What follows belongs to an exercise in optimizing a design on an open flow for small area; a production flow would make more cautious choices.
Function was checked by simulation only, so behaviour that the tests miss may differ from the original.
Power is estimated from default activity; no workload was simulated.

==> flow/design.v <==
`timescale 1ns/1ps
module cpu_port_top (
    input  logic        CLK,
    input  logic        RESET_n,
    input  logic        CSR_n,
    input  logic        CSW_n,
    input  logic [3:0]  MODE,
    input  logic [7:0]  CD_IN,
    output logic [7:0]  CD_OUT,
    output logic        WAIT_n,
    output logic        INT0_n,
    output logic        INT1_n,
    output logic        vram_we_n,
    output logic        vram_oe_n,
    output logic [18:0] vram_addr,
    output logic [7:0]  vram_din,
    input  logic [7:0]  vram_dout,
    input  logic        vram_busy,
    input  logic        stat_tr,
    input  logic        stat_vr,
    input  logic        stat_hr,
    input  logic        stat_bd,
    input  logic        stat_eo,
    input  logic        stat_ce,
    input  logic        ce_event,
    input  logic        hi_event,
    input  logic        vi_event,
    output logic        srs,
    output logic        mcs,
    output logic        cmd_start,
    output logic [3:0]  cmd_op
);
    logic prev_csr_n, prev_csw_n;
    always_ff @(posedge CLK or negedge RESET_n) begin
        if (!RESET_n) begin
            prev_csr_n <= 1'b1;
            prev_csw_n <= 1'b1;
        end else begin
            prev_csr_n <= CSR_n;
            prev_csw_n <= CSW_n;
        end
    end
    logic rd_edge, wr_edge;
    assign rd_edge = prev_csr_n & ~CSR_n;
    assign wr_edge = prev_csw_n & ~CSW_n;
    logic vram_wr, vram_rd, reg_wr, reg_rd, ptr_wr, int_wr, sys_wr;
    assign vram_wr = wr_edge && MODE == 4'd0 && WAIT_n;
    assign vram_rd = rd_edge && MODE == 4'd0 && WAIT_n;
    assign reg_wr  = wr_edge && MODE == 4'd3;
    assign reg_rd  = rd_edge && MODE == 4'd3;
    assign ptr_wr  = wr_edge && MODE == 4'd4;
    assign int_wr  = wr_edge && MODE == 4'd6;
    assign sys_wr  = wr_edge && MODE == 4'd7;
    logic [7:0] ptr;             
    logic [5:0] idx;
    assign idx = ptr[5:0];
    always_ff @(posedge CLK or negedge RESET_n) begin
        if (!RESET_n) begin
            ptr <= 8'h00;
        end else if (ptr_wr) begin
            ptr <= CD_IN;
        end else if ((reg_wr && !ptr[7]) || (reg_rd && !ptr[6])) begin
            ptr[5:0] <= idx + 6'd1;
        end
    end
    logic strobe;                
    logic acc_rd;                
    logic done;                  
    assign done = !WAIT_n && !strobe && !vram_busy;
    always_ff @(posedge CLK or negedge RESET_n) begin
        if (!RESET_n) begin
            WAIT_n <= 1'b1;
            strobe <= 1'b0;
        end else begin
            if (vram_wr || vram_rd) begin
                WAIT_n <= 1'b0;
                strobe <= 1'b1;
            end else if (strobe) begin
                if (vram_busy) strobe <= 1'b0;
            end else if (done) begin
                WAIT_n <= 1'b1;
            end
        end
    end
    always_ff @(posedge CLK) begin
        if (vram_wr || vram_rd) acc_rd <= vram_rd;
        if (vram_wr) vram_din <= CD_IN;
    end
    assign vram_we_n = !(strobe && !acc_rd);
    assign vram_oe_n = !(strobe && acc_rd);
    logic [7:0]  regs [0:63];
    logic [18:0] waddr, raddr, addr_inc;
    logic        inc_w, inc_r;
    assign waddr     = {regs[2][2:0], regs[1], regs[0]};
    assign raddr     = {regs[5][2:0], regs[4], regs[3]};
    assign vram_addr = acc_rd ? raddr : waddr;
    assign addr_inc  = vram_addr + 19'd1;
    assign inc_w = done && !acc_rd && !regs[2][7];
    assign inc_r = done &&  acc_rd && !regs[5][7];
    logic [7:0]  wdata;
    logic [18:0] adata;
    assign wdata = CD_IN & {8{RESET_n}};
    assign adata = (reg_wr ? {CD_IN[2:0], CD_IN, CD_IN} : addr_inc) & {19{RESET_n}};
    genvar r;
    generate
        for (r = 0; r < 64; r++) begin : g_reg
            logic we;
            assign we = (reg_wr && idx == r) || !RESET_n;
            if (r == 0 || r == 3) begin : g_lo
                always_ff @(posedge CLK)
                    if (we || (r == 0 ? inc_w : inc_r)) regs[r] <= adata[7:0];
            end else if (r == 1 || r == 4) begin : g_mid
                always_ff @(posedge CLK)
                    if (we || (r == 1 ? inc_w : inc_r)) regs[r] <= adata[15:8];
            end else if (r == 2 || r == 5) begin : g_hi
                always_ff @(posedge CLK) begin
                    if (we || (r == 2 ? inc_w : inc_r)) regs[r][2:0] <= adata[18:16];
                    if (we) regs[r][7:3] <= wdata[7:3];
                end
            end else begin : g_gen
                always_ff @(posedge CLK)
                    if (we) regs[r] <= wdata;
            end
        end
    endgenerate
    assign cmd_op = regs[52][7:4];
    always_ff @(posedge CLK or negedge RESET_n) begin
        if (!RESET_n) cmd_start <= 1'b0;
        else          cmd_start <= reg_wr && idx == 6'd52;
    end
    logic [2:0] flags, events;
    assign events = {ce_event, hi_event, vi_event};
    always_ff @(posedge CLK or negedge RESET_n) begin
        if (!RESET_n) flags <= 3'b000;
        else          flags <= (flags | events) & ~(CD_IN[2:0] & {3{int_wr}});
    end
    assign INT0_n = !((flags[2] && regs[9][2]) || (flags[0] && regs[9][0]));
    assign INT1_n = !(flags[1] && regs[9][1]);
    always_ff @(posedge CLK or negedge RESET_n) begin
        if (!RESET_n) begin
            srs <= 1'b0;
            mcs <= 1'b0;
        end else if (sys_wr) begin
            srs <= CD_IN[1];
            mcs <= CD_IN[0];
        end
    end
    always_ff @(posedge CLK or negedge RESET_n) begin
        if (!RESET_n) begin
            CD_OUT <= 8'hFF;
        end else if (done && acc_rd) begin
            CD_OUT <= vram_dout;
        end else if (rd_edge && MODE != 4'd0) begin
            case (MODE)
                4'd3:    CD_OUT <= regs[idx];
                4'd5:    CD_OUT <= {stat_tr, stat_vr, stat_hr, stat_bd, 1'b0, mcs, stat_eo, stat_ce};
                4'd6:    CD_OUT <= {5'b00000, flags | events};
                default: CD_OUT <= 8'hFF;
            endcase
        end
    end
endmodule
==> flow/run.sh <==
#!/bin/bash
# synth_recipe.tcl (not shown) runs the flow's synth.tcl, then flattens the netlist and writes it again
# the make line also repeats each setting of config.mk as NAME=value (left out here)
make -C /OpenROAD-flow-scripts/flow DESIGN_CONFIG=/design/flow/config.mk WORK_HOME=/design/flow/orfs CLKGATE_MAP_FILE= SYNTH_SCRIPT=/design/flow/synth_recipe.tcl finish
==> flow/config.mk <==
export PLATFORM = sky130hd
export DESIGN_NAME = cpu_port_top
export DESIGN_NICKNAME = cpu_port_top
export VERILOG_FILES = /design/flow/design.v
export SDC_FILE = /design/flow/constraint.sdc
export NUM_CORES = 4
export LEC_CHECK = 0
export CAP_MARGIN = 20
export CORE_MARGIN = 2
export CORE_UTILIZATION = 40
export SLEW_MARGIN = 20
==> flow/constraint.sdc <==
create_clock -name core_clock -period 10.0 [get_ports {CLK}]
set_input_delay 2.0000 -clock core_clock [delete_from_list [all_inputs] [get_ports {CLK}]]
set_output_delay 2.0000 -clock core_clock [all_outputs]
set_load 0.01 [all_outputs]
==> qor.csv <==
metric,value,unit
final core occ,46.4,%
Worst Path Arrival,5440,ps
CP max stage cell,o21ai_0,
num rows,87,
router iterations before antenna repair,6,
Final HPWL DP,61900,µm
RSZ-0062 raised after global routing,no,
Yosys cell types,76,
CP dominant cell by count,nand2_1,
Die ar.,59000,µm²
TritonCTS buffer count,53,
worst slew pin tran,1250,ps
chip height,243,µm
Ports,81,
Syn Area/Cell,14.3,µm²
min Tclk post-route,5210,ps
async set or reset register ratio after synthesis,4.75,%
grt total ovfl,0,
CTS tree,yes,
initial core utilization,40.5,%
Worst-path clk slew,60,ps
Synth Net Count,1638,
crit path kind,in -> reg,
multi-input logic area,6000,µm²
Die Wd,243,µm
final count of negative-setup-slack endpoints,0,
critical path buffer and inverter count,2,
sequential cell area fraction in the yosys report,71.4,%
max incr delay on CP,1240,ps
CTS H-tree depth,2,
initial antenna violation count,3,
clock root buffer,clkbuf_16,
Max-cap violations,0,
worst-path fanout max,25,
Pleak,8.66,nW
largest net degree at the start of global routing,62,
critical path endpoint category,flop,
number of synthesized flops with an enable pin,521,
placed standard-cell area,24500,µm²
most frequent cells in the layout,"edfxtp_1, a22oi_1, nand3_1, nand2_1",
post-CTS sizing,0,
1st-iter DRT viols,3426,
pwr/cell area,249,nW/µm²
Main synth FF type,edfxtp_1,
final period utilization,52.1,%
Max VDD drop,0.146,mV
outcome,"complete, no violations",
crit-path cells,clkdlybuf4s50_1 > nand2_1 > or3_1 > nor2_2 > buf_4 > nand2_1 > o21ai_0,
first-pass GRT wire length,127000,µm
YS warnings,2,
worst slew slack as a fraction of its limit,15.7,%
vias after detailed routing,16800,
clk latency of the worst-skew pair,630,ps
Cells after Synth,1599,
Setup Skew,19.6,ps
RePlAce Congestion,1.07,
Post-Syn Area,22800,µm²
PortBufs,80,
Clock Sinks,547,
"most common cell after layout, fill and taps aside",edfxtp_1,
remaining routing DRC violations,0,
Synth area leader,edfxtp_1,
register bit total from synthesis,547,
Tot GR Track Use,30.9,%
vias per inst,6.81,
final WL,93400,µm
Min-Delay Path Class,reg -> reg,
Layout Area Growth over Synthesis,14.6,%
fill cell count,4978,
final slew viol count,0,
CTS Hold Bufs,0,
PnR worst setup slack,4790,ps
final hold vios,0,
number of global-route vias before repair,15600,
Reg area,16300,µm²
CTS Buffer Depth,3,
share of post-route cells with drive strength above 1,10.9,%
core area,56400,µm²
final setup TNS,0,ps
Setup WS pre-CTS,4330,ps
buffer count from post-CTS setup fixing,0,
drt wl/cell,38.0,µm
Layout Nets,1704,
largest cells by area after synthesis,"edfxtp_1, a22oi_1, o21ai_0",
FMAX,0.192,GHz
Post-Layout Inst Area,26200,µm²
required time of the critical path,10230,ps
CP startpoint kind,input port,
CP top delay family,simple AND/OR/NAND/NOR gates,
Post-DRT Antenna Nets,0,
share of the synthesized area in the top cell type,68.5,%
kinds of logic (layout without fill, tap and decap cells):
kind of cell | after synthesis | in the layout | synth area share, %
muxes | 53 | 53 | 2.50
and+or+nand+nor | 436 | 436 | 10.1
DFF | 547 | 547 | 71.4
other | 0 | 1 | 0
xor gates and xnor gates | 16 | 16 | 0.614
AOI/OAI and AO/OA | 410 | 410 | 12.6
buffers and inverters | 132 | 235 | 2.52
adders and majority gates | 5 | 5 | 0.274
area by class of cell:
class,instances,area share (%)
inverters,20,0.287
repair buffers,123,4.28
well taps,756,3.62
multi-input cells,920,22.9
clock buffers,58,5.22
diodes,1,0.00956
clock inverters,34,1.30
flip-flops and latches,547,62.4
cell usage after synthesis, drive strengths merged (29+ instances only):
library cell	number
a21oi	49
a22oi	85
a32oi	42
and3	29
buf	47
clkbuf	65
edfxtp	521
mux2i	29
nand2	80
nand3	83
nor2	82
o21ai	87
layer usage:
layer  global-route usage [%]  routed length, µm  vias to the layer above
met1                     41.7              34300                     8372
met5                        0                 14                        -
met4                     16.2               5820                        2
met3                     10.3              14300                      303
met2                     44.4              39000                     1553
li1                         -                  -                     6527
metrics by stage:
stage	power (mW)	hold slack (ps)	cells
floorplan	3.64	480	1599
global placement	4.42	498	2365
detailed placement	4.42	505	2365
CTS	6.40	517	2457
global route	6.61	535	2458
finish	6.53	513	2459
worst reg2reg max path, stage by stage, from the launching register on:
cell and delay, ps:
dfrtp_2 340, buf_4 370, buf_4 660, and2_2 270, buf_4 520, nand2_1 910
o21ai_0 1240
final timing paths:
path / start / to / slack (ps) / depth (start not counted)
min: CD_OUT[0] / CD_OUT[0] / 510 / 2
max: MODE[1] / regs[12][1] / 4790 / 7
max reg2reg: ptr[2] / regs[12][1] / 5300 / 6
min in group asynchronous: RESET_n / flags[1] / 1370 / 1
max in group asynchronous: RESET_n / ptr[4] / 7300 / 2
min reg2reg: CD_OUT[0] / CD_OUT[0] / 510 / 2
sequential cells by signal, indices dropped and copies added, names as in the netlist:
| signal | cells |
|---|---|
| ptr | 8 |
| vram_din | 8 |
| cmd_start | 1 |
| flags | 3 |
| WAIT_n | 1 |
| strobe | 1 |
| prev_csr_n | 1 |
| srs | 1 |
| CD_OUT | 8 |
| prev_csw_n | 1 |
| acc_rd | 1 |
| mcs | 1 |
| regs | 512 |
power by group:
part / switching (mW) / internal (mW)
Sequential: 0.118 / 2.73
Combinational: 1.24 / 0.416
Clock: 0.885 / 1.14
Total: 2.24 / 4.28

-- what the ideal ports hide --
Ports are ideal in the flow. The routed layout listed here was re-timed in OpenROAD. Step 1 (the two cells are an assumption about what drives the block):
set clk [get_ports {CLK}]
set_driving_cell -lib_cell sky130_fd_sc_hd__clkbuf_16 $clk
set_driving_cell -lib_cell sky130_fd_sc_hd__buf_2 [delete_from_list [all_inputs] $clk]
Step 2, shift: input delay + t, output delay - t, t = (earliest + latest rising clock arrival at the registers) / 2. This alone moves slack from input paths to output paths. Slacks: ideal ports / drivers / drivers and shift; pairs: ideal ports / drivers.
shift t [ns]: 0.680
slack for setup (ns): 4.792 / 4.827 / 4.147
worst setup path after step 2: input to register
worst register clock-pin slew, ns: 0.07 / 0.07
After both steps this run still meets setup and hold. The setup slack of this run moves by +0.035 ns with the drivers and by -0.645 ns with both steps.
